What follows belongs to an exercise in optimizing a design on an open flow for small area, a short achievable clock period and few clock cycles per item; a production flow would make more cautious choices. Where RTL was checked, it was by simulation tests only, not by an equivalence proof against the original.

// chiptune_sound_generator
module chiptune_sound_generator (
  input  logic        clk,
  input  logic        rst_n,
  input  logic        in_valid,
  output logic        in_stall,
  input  logic [1:0]  in_kind,
  input  logic [1:0]  in_voice,
  input  logic [23:0] in_phase_step,
  input  logic [3:0]  in_noise_rate,
  output logic        out_valid,
  input  logic        out_stall,
  output logic signed [15:0] out_sample,
  input  logic        psel,
  input  logic        penable,
  input  logic        pwrite,
  input  logic [4:0]  paddr,
  input  logic [31:0] pwdata,
  output logic [31:0] prdata,
  output logic        pready
);
Size in the first run: roughly 650 flip-flops, roughly 130 I/O pins.
clock: 10.0 ns
lec_check: 0
abc_clock_period_in_ps: 5000
cap_margin: 20
core_margin: 2
core_utilization: 40
setup_slack_margin: 3
slew_margin: 20
run.sh (not shown) runs the stock make flow with config.mk's settings and CLKGATE_MAP_FILE= SYNTH_SCRIPT=/design/flow/synth_recipe.tcl, a recipe that flattens the netlist after the stock synthesis.
The baseline completed without violations.
Testbench counts at the start, summed over its fixed seeds: cycles 9,654, items 7,530.
Change:
--- a/flow/config.mk
+++ b/flow/config.mk
@@ -6,8 +6,6 @@
 export NUM_CORES = 4
 export LEC_CHECK = 0
-export ABC_CLOCK_PERIOD_IN_PS = 5000
 export CAP_MARGIN = 20
 export CORE_MARGIN = 2
 export CORE_UTILIZATION = 40
-export SETUP_SLACK_MARGIN = 3
 export SLEW_MARGIN = 20
Outcome: The new run completed without violations; routed wire length drops by 4.5%; count of clock-buffer cells in the layout came out higher by 8; final cell count shrinks by 1.4%; utilization is lower by 1.3 points; clock skew stays flat.
Change:
--- a/flow/config.mk
+++ b/flow/config.mk
@@ -6,6 +6,8 @@
 export NUM_CORES = 4
 export LEC_CHECK = 0
+export ABC_CLOCK_PERIOD_IN_PS = 3000
 export CAP_MARGIN = 20
 export CORE_MARGIN = 2
 export CORE_UTILIZATION = 40
+export SETUP_SLACK_MARGIN = 5
 export SLEW_MARGIN = 20
Outcome: The new run went through all stages and came out clean; via count goes up by a few percent; synthesized area is unchanged; register-to-register slack gains 2.2 ns; cell count goes up by a few percent; global-route usage goes up by 1.4 points; critical path depth goes up by 8; maximum frequency goes up by a quarter to a third; first-iteration DRC count goes up by roughly a tenth; worst setup slack gains 2.2 ns.

========
== rev 12 ==
Another version of the RTL of chiptune_sound_generator (not shown whole).
Size: about 720 flip-flops.
==> flow/config.mk <==
export PLATFORM = sky130hd
export DESIGN_NAME = chiptune_sound_generator
export DESIGN_NICKNAME = chiptune_sound_generator
export VERILOG_FILES = /design/flow/design.v
export SDC_FILE = /design/flow/constraint.sdc
export NUM_CORES = 4
export LEC_CHECK = 0
export ABC_AREA = 1
export CAP_MARGIN = 20
export CORE_MARGIN = 2
export CORE_UTILIZATION = 40
export CTS_BUF_LIST = sky130_fd_sc_hd__clkbuf_8
export SETUP_SLACK_MARGIN = 4.5
export SLEW_MARGIN = 20
==> flow/constraint.sdc <==
create_clock -name core_clock -period 10.0 [get_ports {clk}]
set_input_delay 2.0000 -clock core_clock [delete_from_list [all_inputs] [get_ports {clk}]]
set_output_delay 2.0000 -clock core_clock [all_outputs]
set_load 0.01 [all_outputs]
Rev 12: no failed stages, no open violations at the end
Testbench counts of rev 12, summed over its fixed seeds: cycles 9,670, items 7,530.
Relative to rev 12, the following input files were edited for rev 13:
-- flow/config.mk --
<<< rev 12, line 12
export CTS_BUF_LIST = sky130_fd_sc_hd__clkbuf_8
export SETUP_SLACK_MARGIN = 4.5
export SLEW_MARGIN = 20
>>> rev 13, line 12
export CTS_BUF_LIST = sky130_fd_sc_hd__clkbuf_8
export SETUP_SLACK_MARGIN = 5
export SLEW_MARGIN = 20
[summary]
On rev 13: critical path depth is 14 lower than what rev 12 gave.
[compare] base=rev 12 new=rev 13: time the worst path needs with I/O delays and setup now sits lower, logic depth of the worst register-to-register path increased by 4 relative to the old numbers.
Summary of the comparison: worst path required time is lower in rev 13, relative to rev 12.
Reg-to-reg setup timing slack is lower on rev 12
Count of mapped cells out of synthesis came out exactly the same in rev 13 and rev 12.
Taking rev 12 as the reference point, the share of final layout cell area taken by non-clock buffers of rev 13 rises by 0.17 points.
| multi-input gate share of the layout cell area | rev 13 vs rev 12 | ≈ equal |
Comparing rev 12 with rev 13, the clock input transition at the sequential cells of the worst setup and hold paths came out essentially unchanged.
Sort rev 13 and rev 12 by worst slew margin relative to its limit asc -> top: rev 13

========
chiptune_sound_generator, a different RTL version from the one above (not shown whole).
Size in the first run: roughly 5000 cells after synthesis, ~880 flip-flops, roughly 0.049 mm^2 of cells after synthesis.
// chiptune_sound_generator
module chiptune_sound_generator (
  input  logic        clk,
  input  logic        rst_n,
  input  logic        in_valid,
  output logic        in_stall,
  input  logic [1:0]  in_kind,
  input  logic [1:0]  in_voice,
  input  logic [23:0] in_phase_step,
  input  logic [3:0]  in_noise_rate,
  output logic        out_valid,
  input  logic        out_stall,
  output logic signed [15:0] out_sample,
  input  logic        psel,
  input  logic        penable,
  input  logic        pwrite,
  input  logic [4:0]  paddr,
  input  logic [31:0] pwdata,
  output logic [31:0] prdata,
  output logic        pready
);
  localparam logic [31:0] DUTY_ROWS = {8'b1111_1001, 8'b0001_1110,
                                       8'b0000_0110, 8'b0000_0010};
  localparam logic [191:0] NOISE_PERIODS = {
    12'd4068, 12'd2034, 12'd1016, 12'd762, 12'd508, 12'd380, 12'd254, 12'd202,
    12'd160, 12'd128, 12'd96, 12'd64, 12'd32, 12'd16, 12'd8, 12'd4};
  function automatic logic [8:0] env_step(input logic [8:0] e, input logic [3:0] period);
    logic [8:0] r;
    r = e;
    if (e[0]) begin
      r = {4'd15, period, 1'b0};
    end else if (e[8:5] != 4'd0) begin
      if (e[4:1] <= 4'd1) begin
        r[4:1] = period;
        r[8:5] = e[8:5] - 4'd1;
      end else begin
        r[4:1] = e[4:1] - 4'd1;
      end
    end
    env_step = r;
  endfunction
  logic [1:0] duty_a_r, duty_b_r;
  logic [3:0] env_per0_r, env_per1_r, env_per2_r;
  logic [23:0] sq_phase0_r, sq_phase1_r, sq_step0_r, sq_step1_r;
  logic [23:0] tri_phase_r, tri_step_r;
  logic        tri_on_r;
  logic [8:0]  env0_r, env1_r, env2_r;
  logic [14:0] nz_shift_r;
  logic [3:0]  nz_rate_r;
  logic [11:0] nz_count_r;
  logic        o_kv;
  ...
Settings: LEC_CHECK=0, ABC_AREA=1, ABC_CLOCK_PERIOD_IN_PS=4000, CAP_MARGIN=20, CORE_MARGIN=2, CORE_UTILIZATION=40, CTS_BUF_LIST=sky130_fd_sc_hd__clkbuf_4 sky130_fd_sc_hd__clkbuf_8, SETUP_SLACK_MARGIN=5, SLEW_MARGIN=20; clock period 10.0 ns.
The starting point produced a clean layout.
Rerun with:
Settings changed: ABC_AREA 1 to not set, CTS_BUF_LIST sky130_fd_sc_hd__clkbuf_4 sky130_fd_sc_hd__clkbuf_8 to not set.
- The new run went through all stages and came out clean
- global-route usage came out lower by 1.7 points
- final area is higher slightly
- synthesized area climbs slightly
- non-clock buffer count rose by 24
- sequential cell count stays the same
- wire length came out lower by a little under a tenth
- via count is lower by a little under a tenth
- worst hold slack degrades by 0.0071 ns
- utilization grows by 0.40 points
- cell count goes down by roughly a tenth
- setup slack degrades by 0.13 ns
Rerun with:
Settings changed: CTS_BUF_LIST set to sky130_fd_sc_hd__clkbuf_4 sky130_fd_sc_hd__clkbuf_8.
Sequential share of layout area is about the same.
Die area stays the same.
First-iteration DRC count came out lower by 3.6%.
Hold slack gets better by 0.017 ns.
Final area stays flat.
Flip-flop and latch count does not change.
Function was not checked in any run of this note: the RTL went through the layout flow alone.

========
== indigo ==
chiptune_sound_generator, a different RTL version from the one above (not shown whole).
For scale: about 4900 cells after synthesis, roughly 750 flip-flops, about 130 I/O pins.
==> flow/config.mk <==
export PLATFORM = sky130hd
export DESIGN_NAME = chiptune_sound_generator
export DESIGN_NICKNAME = chiptune_sound_generator
export VERILOG_FILES = /design/flow/design.v
export SDC_FILE = /design/flow/constraint.sdc
export NUM_CORES = 4
export LEC_CHECK = 0
export ABC_AREA = 1
export ABC_CLOCK_PERIOD_IN_PS = 10000
export CAP_MARGIN = 20
export CORE_MARGIN = 2
export CORE_UTILIZATION = 40
export CTS_BUF_LIST = sky130_fd_sc_hd__clkbuf_4 sky130_fd_sc_hd__clkbuf_8
export SETUP_SLACK_MARGIN = 5
export SLEW_MARGIN = 20
==> flow/constraint.sdc <==
create_clock -name core_clock -period 10.0 [get_ports {clk}]
set_input_delay 2.0000 -clock core_clock [delete_from_list [all_inputs] [get_ports {clk}]]
set_output_delay 2.0000 -clock core_clock [all_outputs]
set_load 0.01 [all_outputs]
Testbench counts of indigo, summed over its fixed seeds: cycles 9,670, items 7,530.
Setup changes, indigo to ember
Settings: ABC_CLOCK_PERIOD_IN_PS now 4000, was 10000; CORE_UTILIZATION now 55, was 40; HOLD_SLACK_MARGIN now 0.05, previously not set.
Results
ember vs indigo on pre-CTS setup slack: ember is the higher one.
On area of all placed cells without fillers: between ember and indigo, it ends up higher for indigo.
Delta (ember minus indigo): total wirelength of the detailed-routed design now sits lower.
Compared to indigo, ember leaves less free space in the core.
Comparing ember and indigo, standard-cell row count is lower on ember.
Worst hold slack: ember and indigo compared, lower one is ember
Going from indigo to ember, share of the clock period used by the worst path now smaller, aggregate global-route resource usage now larger, maximum frequency now larger.
> inputs changed (ember -> yarrow)
Settings: HOLD_SLACK_MARGIN: 0.05 -> unset; CORE_UTILIZATION: 55 -> 40.
Summary: with ember as the reference, global-route wire length before repair in yarrow moved up slightly.
Taking ember over yarrow, the vertical extent of the die ratio works out to 0.855.
Summary of yarrow over ember: via count of the first global-routing pass saw an increase; growth of design area from synthesis to finish higher.

## afterwards: timing with drivers on the ports
Ports are ideal in the flow. The routed layouts listed here were re-timed in OpenROAD.
Step 1, drivers: a clkbuf_16 drives clk and a buf_2 each remaining input, both assumed.
Step 2 moves the port delays by t, midway between the first and last clock arrival at a register: inputs arrive t later, outputs are due t later. That takes back most of the time a late clock gives input paths.
a / b / c = ideal / step 1 / step 2; a / b = the first two.
run	shift t [ns]	setup slack, ns	worst setup path at the end	worst slew at a driven data input, ns
the first run of note 1	0.683	3.267 / 3.267 / 3.267	register to register	0.05
the second run of note 1	0.672	1.292 / 1.292 / 1.292	register to register	0.07
the third run of note 1	0.681	3.505 / 3.505 / 3.505	register to register	0.05
rev 12	0.843	4.820 / 4.820 / 4.650	input to register	0.12
rev 13	0.851	5.129 / 5.107 / 4.744	input to register	0.09
the first run of note 3	0.891	5.295 / 5.295 / 5.032	input to register	0.04
the second run of note 3	0.724	5.165 / 5.165 / 4.648	input to register	0.06
the third run of note 3	0.883	5.119 / 5.119 / 4.351	input to register	0.06
indigo	0.853	5.046 / 5.018 / 4.854	input to register	0.05
ember	0.834	5.144 / 5.113 / 4.811	input to register	0.11
yarrow	0.853	5.046 / 5.018 / 4.854	input to register	0.05
After both steps every run listed still meets setup and hold. The setup slack of the third run of note 3, which loses most, moves by 0.000 ns with the drivers and by -0.768 ns with both steps.
